What follows belongs to an exercise in optimizing a design on an open flow for small area and a short achievable clock period; a production flow would make more cautious choices.
Only simulation tests tie the RTL to the original design; equivalence was not proved.
Power figures rest on the tool's default switching activity, not on a simulated workload.

## wip/pepper
Design router_pkt_queue, start of the top module:
module router_pkt_queue
#(
    parameter int CHANNELS  = 4,
    parameter int CH_SZ     = 2,
    parameter int DEPTH     = 4,
    parameter int PTR_SZ    = 2,
    parameter int WIDTH     = 11,
    parameter int UWIDTH    = 8,
    parameter int PTR_IN_SZ = 4
) (
    input  logic                 clk,
    input  logic                 rst,
    input  logic                 wen,
    input  logic [CH_SZ-1:0]     wch,
    input  logic [PTR_IN_SZ-1:0] waddr_in,
    input  logic [UWIDTH-1:0]    wdata,
    input  logic                 winc,
    input  logic [CH_SZ-1:0]     rch,
    input  logic [PTR_IN_SZ-1:0] raddr_in,
    input  logic                 rinc,
    output logic [UWIDTH-1:0]    rdata,
    output logic [CHANNELS-1:0]  wfull,
    output logic [CHANNELS-1:0]  rempty,
    output logic [1:0]           werr,
    output logic                 rerr,
    output logic [PTR_SZ:0]      rcount
);
Size: roughly 3,200 cells after synthesis, about 1,400 flip-flops, roughly 53,000 µm² of cells after synthesis.
Settings: LEC_CHECK=0, CAP_MARGIN=20, CORE_MARGIN=2, CORE_UTILIZATION=60, CTS_BUF_LIST=sky130_fd_sc_hd__clkbuf_16, CTS_CLUSTER_DIAMETER=100, CTS_CLUSTER_SIZE=32, PLACE_DENSITY=0.7, SLEW_MARGIN=20, SETUP_SLACK_MARGIN=6.5, BUFFER_PORTS_ARGS=-buffer_cell sky130_fd_sc_hd__buf_4; clock period 10.0 ns.
standard.sh (not shown) runs the stock make flow with config.mk's settings and CLKGATE_MAP_FILE= SYNTH_SCRIPT=/design/flow/synth_recipe.tcl, a recipe that flattens the netlist after the stock synthesis.
==> flow/flow/run.sh <==
#!/bin/bash
set -e
cp config.mk config.orig.mk
cat flow/extra.mk >> config.mk
bash standard.sh $(cat flow/make_args.txt) finish > standard.log 2>&1
==> flow/flow/extra.mk <==
export SETUP_SLACK_MARGIN = 6.5
export BUFFER_PORTS_ARGS = -buffer_cell sky130_fd_sc_hd__buf_4
==> flow/flow/make_args.txt <==
MATCH_CELL_FOOTPRINT=0
wip/pepper finished end to end and its layout was clean on timing, DRC and antenna.
Setup changes, wip/pepper to wip/garnet
--- a/flow/config.mk
+++ b/flow/config.mk
@@ -10 +10 @@
-export CORE_UTILIZATION = 60
+export CORE_UTILIZATION = 55
@@ -12,3 +12,3 @@
-export CTS_CLUSTER_DIAMETER = 100
-export CTS_CLUSTER_SIZE = 32
-export PLACE_DENSITY = 0.7
+export CTS_CLUSTER_DIAMETER = 80
+export CTS_CLUSTER_SIZE = 25
+export PLACE_DENSITY = 0.6
==> comparison <==
The final layout from wip/garnet, which completed every stage, passed the timing, DRC and antenna checks at the end of the flow.
Compared with wip/pepper, in wip/garnet ratio of final minimum period to clock period went up 0.27 points, sequential share of layout area went down 0.77 points.
Compare wip/pepper and wip/garnet | proportion of power drawn by the clock network higher: wip/garnet
Sequential cell area in the final layout: wip/garnet vs wip/pepper, no meaningful difference
wip/garnet gives more number of clock buffers inserted by TritonCTS than wip/pepper did.
Core utilization of the finished layout on wip/garnet is down relative to wip/pepper.
[compare] base=wip/pepper new=wip/garnet: placeable core region went up, count of plain and timing-repair buffers saw an increase.
Relative to wip/pepper, the clock buffer count of wip/garnet is higher by 20.
Between wip/pepper and wip/garnet, the difference in buffering overhead is negligible.
Re fraction of standard cell area in multi-input logic: wip/pepper and wip/garnet aren't equal, and the higher value belongs to wip/pepper.
### wip/garnet -> wip/fjord
==> flow/flow/make_args.txt <==

--- a/flow/config.mk
+++ b/flow/config.mk
@@ -10 +10 @@
-export CORE_UTILIZATION = 55
+export CORE_UTILIZATION = 60
@@ -14 +14 @@
-export PLACE_DENSITY = 0.6
+export PLACE_DENSITY = 0.7
[summary]
Looking at multi-input logic area, wip/fjord sits below wip/garnet.
For the internal power, wip/fjord came in 0.32% lower than wip/garnet did.
On global-route track usage on met2: wip/fjord sits above wip/garnet.
Summary of wip/fjord over wip/garnet: global-route wire length before repair now smaller, met3 capacity usage during global routing shows an increase of 0.67 points.

========
router_pkt_queue again, from the RTL that the note above started with.
Settings: LEC_CHECK=0, CAP_MARGIN=20, CORE_MARGIN=2, CORE_UTILIZATION=60, CTS_BUF_LIST=sky130_fd_sc_hd__clkbuf_16, CTS_CLUSTER_DIAMETER=80, CTS_CLUSTER_SIZE=25, PLACE_DENSITY=0.7, SLEW_MARGIN=20, SETUP_SLACK_MARGIN=6.4, BUFFER_PORTS_ARGS=-buffer_cell sky130_fd_sc_hd__buf_4; clock period 10.0 ns.
==> flow/flow/extra.mk <==
export SETUP_SLACK_MARGIN = 6.4
export BUFFER_PORTS_ARGS = -buffer_cell sky130_fd_sc_hd__buf_4
==> flow/flow/make_args.txt <==
MATCH_CELL_FOOTPRINT=0
Scripts as last shown in full above: flow/flow/run.sh
Change:
==> flow/flow/extra.mk (replaced) <==
export SETUP_SLACK_MARGIN = 6.6
export BUFFER_PORTS_ARGS = -buffer_cell sky130_fd_sc_hd__buf_4
Settings changed: SETUP_SLACK_MARGIN 6.4 to 6.6.
Effect: Design area increases slightly. Hold slack is better by 4.1 ps. Count of clock-buffer cells in the layout stays the same. Cell count went up slightly. Core utilization is higher by 0.66 points. Combinational power rises by roughly a tenth. Setup slack gets better by 280 ps. Die area does not change. Area after synthesis is unchanged. Power went up slightly.

## what the ideal ports hide
How much do the figures lean on ideal ports? The routed layouts below were timed once more, with nothing changed but the port constraints.
Step 1 (the two cells are an assumption about what drives the block):
set clk [get_ports {clk}]
set_driving_cell -lib_cell sky130_fd_sc_hd__clkbuf_16 $clk
set_driving_cell -lib_cell sky130_fd_sc_hd__buf_2 [delete_from_list [all_inputs] $clk]
Step 2 adds t to the input delays and takes it off the output delays; t is the mean of the earliest and latest rising clock arrival at the registers after step 1. Input paths then give back, and output paths get back, about the clock's delay inside the block.
Three values: ideal ports, drivers, drivers and shift; two values: the first two.
run	shift t [ns]	slack for setup (ns)	clock arrival spread, ns	worst data-port slew with drivers (ns)
wip/pepper	0.726	6.443 / 6.465 / 5.740	0.035 / 0.035	0.06
wip/garnet	0.734	6.416 / 6.400 / 5.666	0.031 / 0.031	0.08
wip/fjord	0.724	6.288 / 6.278 / 5.555	0.034 / 0.035	0.08
the first run of note 2	0.721	6.257 / 6.258 / 5.537	0.028 / 0.028	0.07
the second run of note 2	0.719	6.533 / 6.544 / 5.825	0.037 / 0.036	0.07
After both steps setup and hold are still met in every run listed. The setup slack of wip/garnet, which loses most, moves by -0.016 ns with the drivers and by -0.750 ns with both steps.
